From an optimization exercise on the open Yosys and OpenROAD flow, aimed at small area and a short achievable clock period; shortcuts taken in it are not production practice. RTL that was checked went through simulation tests only; none was proved equivalent to the original. Power is estimated from default activity; no workload was simulated.

==> flow/design.v <==
`default_nettype none
`timescale 1ns/1ps
package spi_ram_pkg;
    localparam logic [1:0] CMD_WR_ADDR = 2'b00;
    localparam logic [1:0] CMD_WR_DATA = 2'b01;
    localparam logic [1:0] CMD_RD_ADDR = 2'b10;
    localparam logic [1:0] CMD_RD_DATA = 2'b11;
endpackage
`default_nettype wire
`default_nettype none
`timescale 1ns/1ps
module spi_sp_ram #(
    parameter int WIDTH = 8,
    parameter int RINGS = 32,
    parameter int SLOTS = 8
) (
    input  logic                         clk,
    input  logic                         wload,
    input  logic [7:0]                   waddr,
    input  logic [WIDTH-1:0]             wdata,
    input  logic [7:0]                   raddr,
    output logic                         hit,
    output logic [WIDTH-1:0]             dout
);
    localparam int SW = $clog2(SLOTS);
    logic [SW-1:0]                 r_phase;
    logic [RINGS*SLOTS*WIDTH-1:0]  r_ring;
    logic [7:0]                    r_whi;
    logic [3:0]                    r_wlo;
    logic                          r_rhit;
    logic                          r_rhit2;
    logic [WIDTH-1:0]              r_rpre;
    logic [WIDTH-1:0]              w_rsel_tap;
    logic [RINGS-1:0]              r_rsel;
    logic [SW-1:0]                 w_phase_nx;
    logic [WIDTH-1:0]              w_tap [RINGS];
    assign w_phase_nx = r_phase + 1'b1;
    always_ff @(posedge clk) begin
        r_phase <= w_phase_nx;
        r_whi   <= (!wload && (w_phase_nx == waddr[SW-1:0])) ? (8'd1 << waddr[7:5]) : 8'd0;
        r_wlo   <= 4'd1 << waddr[4:3];
        r_rhit  <= (r_phase == raddr[SW-1:0]);
        r_rhit2 <= r_rhit;
        r_rpre  <= w_rsel_tap;
        r_rsel  <= RINGS'(1) << raddr[7:SW];
    end
    genvar r, k;
    generate
        for (r = 0; r < RINGS; r++) begin : g_ring
            logic w_we;
            assign w_we = r_whi[r / 4] && r_wlo[r % 4];
            for (k = 0; k < SLOTS - 1; k++) begin : g_slot
                always_ff @(posedge clk) begin
                    r_ring[(r*SLOTS + k)*WIDTH +: WIDTH] <= r_ring[(r*SLOTS + k + 1)*WIDTH +: WIDTH];
                end
            end
            assign w_tap[r] = r_ring[(r*SLOTS + SLOTS - 1)*WIDTH +: WIDTH];
            always_ff @(posedge clk) begin
                r_ring[(r*SLOTS + SLOTS - 1)*WIDTH +: WIDTH] <=
                    w_we ? wdata : r_ring[(r*SLOTS)*WIDTH +: WIDTH];
            end
        end
    endgenerate
    always_comb begin
        w_rsel_tap = '0;
        for (int i = 0; i < RINGS; i++) w_rsel_tap = w_rsel_tap | (w_tap[i] & {WIDTH{r_rsel[i]}});
    end
    assign hit  = r_rhit2;
    assign dout = r_rpre;
endmodule
`default_nettype wire
`default_nettype none
`timescale 1ns/1ps
module spi_slave_ram_burst #(
    parameter int WIDTH     = 8,
    parameter int MEM_DEPTH = 256,
    parameter int AUTO_INC  = 1
) (
    input  logic clk,
    input  logic rst,
    input  logic SS_n,
    input  logic MOSI,
    output logic MISO,
    output logic busy,
    output logic frame_err
);
    logic             r_recv;
    logic             r_exec;
    logic             r_rdout;
    logic             r_done;
    logic             r_busy;
    logic [3:0]       r_cnt;
    logic [9:0]       r_shift;
    logic [7:0]       r_wr_addr;
    logic [7:0]       r_rd_addr;
    logic [7:0]       r_waddr;
    logic [7:0]       r_wdata;
    logic [7:0]       r_rbuf;
    logic             r_miso;
    logic             r_frame_err;
    logic [1:0]       w_cmd;
    logic [7:0]       w_payload;
    logic             w_hit;
    logic [7:0]       w_dout;
    logic             w_last;
    logic             w_wload;
    assign w_cmd     = r_shift[9:8];
    assign w_payload = r_shift[7:0];
    assign w_last    = (r_cnt == 4'd9);
    assign w_wload   = r_exec && (w_cmd == spi_ram_pkg::CMD_WR_DATA);
    spi_sp_ram #(
        .WIDTH (WIDTH)
    ) u_ram (
        .clk   (clk),
        .wload (w_wload),
        .waddr (r_waddr),
        .wdata (r_wdata),
        .raddr (r_rd_addr),
        .hit   (w_hit),
        .dout  (w_dout)
    );
    always_ff @(posedge clk) begin
        r_shift <= {r_shift[8:0], MOSI};
    end
    always_ff @(posedge clk) begin
        if (!r_busy || (r_recv && w_last))
            r_cnt <= '0;
        else if (r_recv || r_rdout)
            r_cnt <= r_cnt + 1'b1;
    end
    always_ff @(posedge clk) begin
        if (w_wload) begin
            r_waddr <= r_wr_addr;
            r_wdata <= w_payload;
        end
    end
    always_ff @(posedge clk) begin
        if (r_rdout)
            r_rbuf <= {r_rbuf[6:0], 1'b0};
        else if (w_hit)
            r_rbuf <= w_dout;
    end
    always_ff @(posedge clk or posedge rst) begin
        if (rst) begin
            r_recv      <= 1'b0;
            r_exec      <= 1'b0;
            r_rdout     <= 1'b0;
            r_done      <= 1'b0;
            r_busy      <= 1'b0;
            r_wr_addr   <= '0;
            r_rd_addr   <= '0;
            r_miso      <= 1'b0;
            r_frame_err <= 1'b0;
        end else begin
            r_recv      <= (!r_busy && !SS_n) || (r_recv && !SS_n && !w_last);
            r_exec      <= r_recv && !SS_n && w_last;
            r_rdout     <= (r_exec && !SS_n && (w_cmd == spi_ram_pkg::CMD_RD_DATA)) ||
                           (r_rdout && !SS_n && (r_cnt != 4'd8));
            r_done      <= (r_exec && !SS_n && (w_cmd != spi_ram_pkg::CMD_RD_DATA)) ||
                           (r_rdout && !SS_n && (r_cnt == 4'd8)) ||
                           (r_done && !SS_n);
            r_busy      <= !SS_n;
            r_miso      <= r_rdout && !SS_n && (r_cnt != 4'd8) && r_rbuf[7];
            r_frame_err <= r_recv && SS_n;
            if (r_exec) begin
                case (w_cmd)
                    spi_ram_pkg::CMD_WR_ADDR: r_wr_addr <= w_payload;
                    spi_ram_pkg::CMD_WR_DATA: r_wr_addr <= r_wr_addr + 1'b1;
                    spi_ram_pkg::CMD_RD_ADDR: r_rd_addr <= w_payload;
                    default:                  r_rd_addr <= r_rd_addr + 1'b1;
                endcase
            end
        end
    end
    assign MISO      = r_miso;
    assign busy      = r_busy;
    assign frame_err = r_frame_err;
endmodule
`default_nettype wire
export LEC_CHECK = 0
export CAP_MARGIN = 20
export CORE_MARGIN = 2
export CORE_UTILIZATION = 70
export CTS_BUF_LIST = sky130_fd_sc_hd__clkbuf_16
export CTS_CLUSTER_DIAMETER = 60
export CTS_CLUSTER_SIZE = 30
export SETUP_SLACK_MARGIN = 2.5
export SLEW_MARGIN = 20
export TNS_END_PERCENT = 10
create_clock -name core_clock -period 4.5 [get_ports {clk}]
run.sh (not shown) runs the stock make flow with config.mk's settings and CLKGATE_MAP_FILE= SYNTH_SCRIPT=/design/flow/synth_recipe.tcl, a recipe that flattens the netlist after the stock synthesis.
Then changed:
--- a/flow/design.v
+++ b/flow/design.v
@@ -12,64 +12,48 @@
 module spi_sp_ram #(
     parameter int WIDTH = 8,
     parameter int RINGS = 32,
     parameter int SLOTS = 8
 ) (
     input  logic                         clk,
-    input  logic                         wload,
     input  logic [7:0]                   waddr,
     input  logic [WIDTH-1:0]             wdata,
     input  logic [7:0]                   raddr,
     output logic                         hit,
     output logic [WIDTH-1:0]             dout
 );
     localparam int SW = $clog2(SLOTS);
     logic [SW-1:0]                 r_phase;
     logic [RINGS*SLOTS*WIDTH-1:0]  r_ring;
-    logic [7:0]                    r_whi;
-    logic [3:0]                    r_wlo;
-    logic                          r_rhit;
-    logic                          r_rhit2;
-    logic [WIDTH-1:0]              r_rpre;
-    logic [WIDTH-1:0]              w_rsel_tap;
-    logic [RINGS-1:0]              r_rsel;
-    logic [SW-1:0]                 w_phase_nx;
+    logic [SW-1:0]                 w_rj1;
     logic [WIDTH-1:0]              w_tap [RINGS];
-    assign w_phase_nx = r_phase + 1'b1;
+    logic                          w_wphase;
     always_ff @(posedge clk) begin
-        r_phase <= w_phase_nx;
-        r_whi   <= (!wload && (w_phase_nx == waddr[SW-1:0])) ? (8'd1 << waddr[7:5]) : 8'd0;
-        r_wlo   <= 4'd1 << waddr[4:3];
-        r_rhit  <= (r_phase == raddr[SW-1:0]);
-        r_rhit2 <= r_rhit;
-        r_rpre  <= w_rsel_tap;
-        r_rsel  <= RINGS'(1) << raddr[7:SW];
+        r_phase <= r_phase + 1'b1;
     end
+    assign w_wphase = (r_phase == waddr[SW-1:0]);
+    assign w_rj1    = raddr[SW-1:0] + 1'b1;
+    assign hit      = (r_phase == w_rj1);
     genvar r, k;
     generate
         for (r = 0; r < RINGS; r++) begin : g_ring
             logic w_we;
-            assign w_we = r_whi[r / 4] && r_wlo[r % 4];
+            assign w_we = w_wphase && (waddr[7:SW] == r);
             for (k = 0; k < SLOTS - 1; k++) begin : g_slot
                 always_ff @(posedge clk) begin
                     r_ring[(r*SLOTS + k)*WIDTH +: WIDTH] <= r_ring[(r*SLOTS + k + 1)*WIDTH +: WIDTH];
                 end
             end
             assign w_tap[r] = r_ring[(r*SLOTS + SLOTS - 1)*WIDTH +: WIDTH];
             always_ff @(posedge clk) begin
                 r_ring[(r*SLOTS + SLOTS - 1)*WIDTH +: WIDTH] <=
                     w_we ? wdata : r_ring[(r*SLOTS)*WIDTH +: WIDTH];
             end
         end
     endgenerate
-    always_comb begin
-        w_rsel_tap = '0;
-        for (int i = 0; i < RINGS; i++) w_rsel_tap = w_rsel_tap | (w_tap[i] & {WIDTH{r_rsel[i]}});
-    end
-    assign hit  = r_rhit2;
-    assign dout = r_rpre;
+    assign dout = w_tap[raddr[7:SW]];
 endmodule
 `default_nettype wire
 `default_nettype none
 `timescale 1ns/1ps
 module spi_slave_ram_burst #(
     parameter int WIDTH     = 8,
@@ -100,22 +84,19 @@
     logic             r_frame_err;
     logic [1:0]       w_cmd;
     logic [7:0]       w_payload;
     logic             w_hit;
     logic [7:0]       w_dout;
     logic             w_last;
-    logic             w_wload;
     assign w_cmd     = r_shift[9:8];
     assign w_payload = r_shift[7:0];
     assign w_last    = (r_cnt == 4'd9);
-    assign w_wload   = r_exec && (w_cmd == spi_ram_pkg::CMD_WR_DATA);
     spi_sp_ram #(
         .WIDTH (WIDTH)
     ) u_ram (
         .clk   (clk),
-        .wload (w_wload),
         .waddr (r_waddr),
         .wdata (r_wdata),
         .raddr (r_rd_addr),
         .hit   (w_hit),
         .dout  (w_dout)
     );
@@ -126,13 +107,13 @@
         if (!r_busy || (r_recv && w_last))
             r_cnt <= '0;
         else if (r_recv || r_rdout)
             r_cnt <= r_cnt + 1'b1;
     end
     always_ff @(posedge clk) begin
-        if (w_wload) begin
+        if (r_exec && (w_cmd == spi_ram_pkg::CMD_WR_DATA)) begin
             r_waddr <= r_wr_addr;
             r_wdata <= w_payload;
         end
     end
     always_ff @(posedge clk) begin
         if (r_rdout)
Outcome:
- The changed run ran to the end with no violations
- synthesized cell count goes up by a few percent
- core utilization goes up by 2.3 points
- final area goes up by a few percent
- sequential share of layout area goes down by 4.2 points
- clock power goes down slightly
- wire length goes up by a quarter to a third
- via count goes up by roughly a tenth
Function was not checked in any run of this note: the RTL went through the layout flow alone.

========
spi_slave_ram_burst, a different RTL version from the one above (not shown whole).
Size: about 2,100 flip-flops, about 7 I/O pins, roughly 83,000 um^2 of cells after synthesis.
==> flow/design.v (excerpt) <==
module spi_slave_ram_burst #(
    parameter int WIDTH     = 8,
    parameter int MEM_DEPTH = 256,
    parameter int AUTO_INC  = 1
) (
    input  logic clk,
    input  logic rst,
    input  logic SS_n,
    input  logic MOSI,
    output logic MISO,
    output logic busy,
    output logic frame_err
);
    logic             r_recv;
    logic             r_exec;
    logic             r_rdout;
    logic             r_done;
    logic             r_busy;
    logic [3:0]       r_cnt;
    logic [9:0]       r_shift;
    logic [7:0]       r_wr_addr;
    logic [7:0]       r_rd_addr;
    logic [7:0]       r_waddr;
    logic [7:0]       r_wdata_n;
    logic [7:0]       r_rbuf;
    logic             r_miso;
    logic             r_frame_err;
    logic [1:0]       w_cmd;
    logic [7:0]       w_payload;
    logic             w_hit;
    logic [7:0]       w_dout;
    logic             w_last;
    logic             w_wload;
    assign w_cmd     = r_shift[9:8];
  ...
==> module spi_sp_ram, before the edit <==
module spi_sp_ram #(
    parameter int WIDTH     = 8,
    parameter int MEM_DEPTH = 256
) (
    input  logic                         clk,
    input  logic                         wload,
    input  logic [7:0]                   waddr,
    input  logic [WIDTH-1:0]             wdata_n,
    input  logic [7:0]                   raddr,
    output logic                         hit,
    output logic [WIDTH-1:0]             dout
);
    logic [WIDTH-1:0] r_mem [MEM_DEPTH];
    logic             r_wen;
    logic [WIDTH-1:0] r_dout;
    always_ff @(posedge clk) begin
        r_wen  <= wload;
        r_dout <= r_mem[raddr];
        if (r_wen) r_mem[waddr] <= ~wdata_n;
    end
    assign hit  = 1'b1;
    assign dout = r_dout;
endmodule
Settings: LEC_CHECK=0, CAP_MARGIN=20, CORE_MARGIN=2, CORE_UTILIZATION=82, CTS_BUF_LIST=sky130_fd_sc_hd__clkbuf_16, CTS_CLUSTER_DIAMETER=60, CTS_CLUSTER_SIZE=24, SETUP_SLACK_MARGIN=2.5, SLEW_MARGIN=20, TNS_END_PERCENT=100; clock period 4.5 ns.
The first run stopped in clock tree synthesis (4_1_cts).
Change:
--- a/flow/design.v
+++ b/flow/design.v
@@ -9,10 +9,11 @@
 `default_nettype wire
 `default_nettype none
 `timescale 1ns/1ps
 module spi_sp_ram #(
-    parameter int WIDTH     = 8,
-    parameter int MEM_DEPTH = 256
+    parameter int WIDTH = 8,
+    parameter int RINGS = 32,
+    parameter int SLOTS = 8
 ) (
     input  logic                         clk,
     input  logic                         wload,
     input  logic [7:0]                   waddr,
@@ -20,18 +21,47 @@
     input  logic [7:0]                   raddr,
     output logic                         hit,
     output logic [WIDTH-1:0]             dout
 );
-    logic [WIDTH-1:0] r_mem [MEM_DEPTH];
-    logic             r_wen;
-    logic [WIDTH-1:0] r_dout;
+    localparam int SW = $clog2(SLOTS);
+    logic [SW-1:0]                 r_phase;
+    logic [RINGS*SLOTS*WIDTH-1:0]  r_ring;
+    logic [7:0]                    r_whi;
+    logic [3:0]                    r_wlo;
+    logic                          r_rhit;
+    logic [RINGS-1:0]              r_rsel;
+    logic [SW-1:0]                 w_phase_nx;
+    logic [WIDTH-1:0]              w_tap [RINGS];
+    assign w_phase_nx = r_phase + 1'b1;
     always_ff @(posedge clk) begin
-        r_wen  <= wload;
-        r_dout <= r_mem[raddr];
-        if (r_wen) r_mem[waddr] <= ~wdata_n;
+        r_phase <= w_phase_nx;
+        r_whi   <= (!wload && (w_phase_nx == waddr[SW-1:0])) ? (8'd1 << waddr[7:5]) : 8'd0;
+        r_wlo   <= 4'd1 << waddr[4:3];
+        r_rhit  <= (r_phase == raddr[SW-1:0]);
+        r_rsel  <= RINGS'(1) << raddr[7:SW];
     end
-    assign hit  = 1'b1;
-    assign dout = r_dout;
+    genvar r, k;
+    generate
+        for (r = 0; r < RINGS; r++) begin : g_ring
+            logic w_we;
+            assign w_we = r_whi[r / 4] && r_wlo[r % 4];
+            for (k = 0; k < SLOTS - 1; k++) begin : g_slot
+                always_ff @(posedge clk) begin
+                    r_ring[(r*SLOTS + k)*WIDTH +: WIDTH] <= r_ring[(r*SLOTS + k + 1)*WIDTH +: WIDTH];
+                end
+            end
+            assign w_tap[r] = r_ring[(r*SLOTS + SLOTS - 1)*WIDTH +: WIDTH];
+            always_ff @(posedge clk) begin
+                r_ring[(r*SLOTS + SLOTS - 1)*WIDTH +: WIDTH] <=
+                    w_we ? ~wdata_n : r_ring[(r*SLOTS)*WIDTH +: WIDTH];
+            end
+        end
+    endgenerate
+    always_comb begin
+        dout = '0;
+        for (int i = 0; i < RINGS; i++) dout = dout | (w_tap[i] & {WIDTH{r_rsel[i]}});
+    end
+    assign hit  = r_rhit;
 endmodule
 `default_nettype wire
 `default_nettype none
 `timescale 1ns/1ps
- Now the flow completed without violations
- area after synthesis is lower by well over a third
- synthesized cell count came out lower by a quarter to a third

========
## run B
spi_slave_ram_burst, a different RTL version from the one above (not shown whole).
Size in the first run: about 7 I/O pins, about 0.049 mm^2 of cells after synthesis.
// spi_slave_ram_burst
module spi_slave_ram_burst #(
    parameter int WIDTH     = 8,
    parameter int MEM_DEPTH = 256,
    parameter int AUTO_INC  = 1
) (
    input  logic clk,
    input  logic rst,
    input  logic SS_n,
    input  logic MOSI,
    output logic MISO,
    output logic busy,
    output logic frame_err
);
==> module spi_sp_ram, before the edit <==
module spi_sp_ram #(
    parameter int WIDTH = 8,
    parameter int RINGS = 32,
    parameter int SLOTS = 8
) (
    input  logic                         clk,
    input  logic                         wload,
    input  logic [7:0]                   waddr,
    input  logic [WIDTH-1:0]             wdata,
    input  logic [7:0]                   raddr,
    output logic                         hit,
    output logic [WIDTH-1:0]             dout
);
    localparam int SW = $clog2(SLOTS);
    logic [SW-1:0]                 r_phase;
    logic [RINGS*SLOTS*WIDTH-1:0]  r_ring;
    logic [7:0]                    r_whi;
    logic [3:0]                    r_wlo;
    logic                          r_rhit;
    logic [RINGS-1:0]              r_rsel;
    logic [SW-1:0]                 w_phase_nx;
    logic [WIDTH-1:0]              w_tap [RINGS];
    assign w_phase_nx = r_phase + 1'b1;
    always_ff @(posedge clk) begin
        r_phase <= w_phase_nx;
        r_whi   <= (!wload && (w_phase_nx == waddr[SW-1:0])) ? (8'd1 << waddr[7:5]) : 8'd0;
        r_wlo   <= 4'd1 << waddr[4:3];
        r_rhit  <= (r_phase == raddr[SW-1:0]);
        r_rsel  <= RINGS'(1) << raddr[7:SW];
    end
    genvar r, k;
    generate
        for (r = 0; r < RINGS; r++) begin : g_ring
            logic w_we;
            assign w_we = r_whi[r / 4] && r_wlo[r % 4];
            for (k = 0; k < SLOTS - 1; k++) begin : g_slot
                always_ff @(posedge clk) begin
                    r_ring[(r*SLOTS + k)*WIDTH +: WIDTH] <= r_ring[(r*SLOTS + k + 1)*WIDTH +: WIDTH];
                end
            end
            assign w_tap[r] = r_ring[(r*SLOTS + SLOTS - 1)*WIDTH +: WIDTH];
            always_ff @(posedge clk) begin
                r_ring[(r*SLOTS + SLOTS - 1)*WIDTH +: WIDTH] <=
                    w_we ? wdata : r_ring[(r*SLOTS)*WIDTH +: WIDTH];
            end
        end
    endgenerate
    always_comb begin
        dout = '0;
        for (int i = 0; i < RINGS; i++) dout = dout | (w_tap[i] & {WIDTH{r_rsel[i]}});
    end
    assign hit  = r_rhit;
endmodule
export LEC_CHECK = 0
export CAP_MARGIN = 20
export CORE_MARGIN = 2
export CORE_UTILIZATION = 70
export CTS_BUF_LIST = sky130_fd_sc_hd__clkbuf_16
export CTS_CLUSTER_DIAMETER = 60
export CTS_CLUSTER_SIZE = 30
export SETUP_SLACK_MARGIN = 2.5
export SLEW_MARGIN = 20
export TNS_END_PERCENT = 10
create_clock -name core_clock -period 4.5 [get_ports {clk}]
Modified inputs, run D compared to run B
diff --git a/flow/design.v b/flow/design.v
--- a/flow/design.v
+++ b/flow/design.v
@@ -24,27 +24,25 @@
 );
     localparam int SW = $clog2(SLOTS);
     logic [SW-1:0]                 r_phase;
     logic [RINGS*SLOTS*WIDTH-1:0]  r_ring;
-    logic [7:0]                    r_whi;
-    logic [3:0]                    r_wlo;
+    logic                          r_whit;
     logic                          r_rhit;
-    logic [RINGS-1:0]              r_rsel;
+    logic [7-SW:0]                 r_rsel;
     logic [SW-1:0]                 w_phase_nx;
     logic [WIDTH-1:0]              w_tap [RINGS];
     assign w_phase_nx = r_phase + 1'b1;
     always_ff @(posedge clk) begin
         r_phase <= w_phase_nx;
-        r_whi   <= (!wload && (w_phase_nx == waddr[SW-1:0])) ? (8'd1 << waddr[7:5]) : 8'd0;
-        r_wlo   <= 4'd1 << waddr[4:3];
+        r_whit  <= !wload && (w_phase_nx == waddr[SW-1:0]);
         r_rhit  <= (r_phase == raddr[SW-1:0]);
-        r_rsel  <= RINGS'(1) << raddr[7:SW];
+        r_rsel  <= raddr[7:SW];
     end
     genvar r, k;
     generate
         for (r = 0; r < RINGS; r++) begin : g_ring
             logic w_we;
-            assign w_we = r_whi[r / 4] && r_wlo[r % 4];
+            assign w_we = r_whit && (waddr[7:SW] == r);
             for (k = 0; k < SLOTS - 1; k++) begin : g_slot
                 always_ff @(posedge clk) begin
                     r_ring[(r*SLOTS + k)*WIDTH +: WIDTH] <= r_ring[(r*SLOTS + k + 1)*WIDTH +: WIDTH];
                 end
@@ -55,13 +53,10 @@
                     w_we ? wdata : r_ring[(r*SLOTS)*WIDTH +: WIDTH];
             end
         end
     endgenerate
-    always_comb begin
-        dout = '0;
-        for (int i = 0; i < RINGS; i++) dout = dout | (w_tap[i] & {WIDTH{r_rsel[i]}});
-    end
     assign hit  = r_rhit;
+    assign dout = w_tap[r_rsel];
 endmodule
 `default_nettype wire
 `default_nettype none
 `timescale 1ns/1ps
### Flow results
Comparing run D with run B, the standard cell area after detailed placement came out essentially unchanged. When the final numbers for run B and run D were put side by side, the cell count after placement turned out to be greater in run D. Run D vs run B — non-clock buffer count in the final layout rose 77. Between run B and run D, the number of distinct standard cells referenced by the synthesized netlist is lower for run B. Total design power essentially unchanged between run D and run B. Net count of the finished layout came out higher on run D than on run B. Between run B and run D, the share of power burned in combinational logic figures differ only marginally. In the reports, the flip-flop count of run D falls short of that of run B. Looking at global-route usage across run B and run D, the one that comes out higher is run D. Comparing the two runs side by side, run D comes out behind run B on final critical-path required period.
The RTL of run D was laid out without a check of its function.

## separate check: timing with driven ports
How much do the figures lean on ideal ports? The routed layouts below were timed once more, with nothing changed but the port constraints.
Step 1, drivers: a clkbuf_16 drives clk and a buf_2 each remaining input, both assumed.
Step 2 adds t to the input delays and takes it off the output delays; t is the mean of the earliest and latest rising clock arrival at the registers after step 1. Input paths then give back, and output paths get back, about the clock's delay inside the block.
Slacks: ideal / step 1 / step 2; pairs: ideal / step 1.
run	t, ns	setup slack, ns	clock arrival spread, ns	worst register clock-pin slew, ns	worst slew at a driven data input, ns
the first run of note 1	0.728	2.337 / 2.334 / 2.337	0.032 / 0.033	0.11 / 0.11	0.03
the second run of note 1	0.744	2.018 / 2.018 / 2.018	0.043 / 0.043	0.12 / 0.12	0.05
the second run of note 2	0.756	2.365 / 2.299 / 2.450	0.035 / 0.035	0.11 / 0.11	0.04
run B	0.730	2.329 / 2.329 / 2.329	0.023 / 0.023	0.11 / 0.11	0.03
run D	0.748	2.192 / 2.164 / 2.192	0.055 / 0.055	0.12 / 0.12	0.04
After both steps every run listed still meets setup and hold.
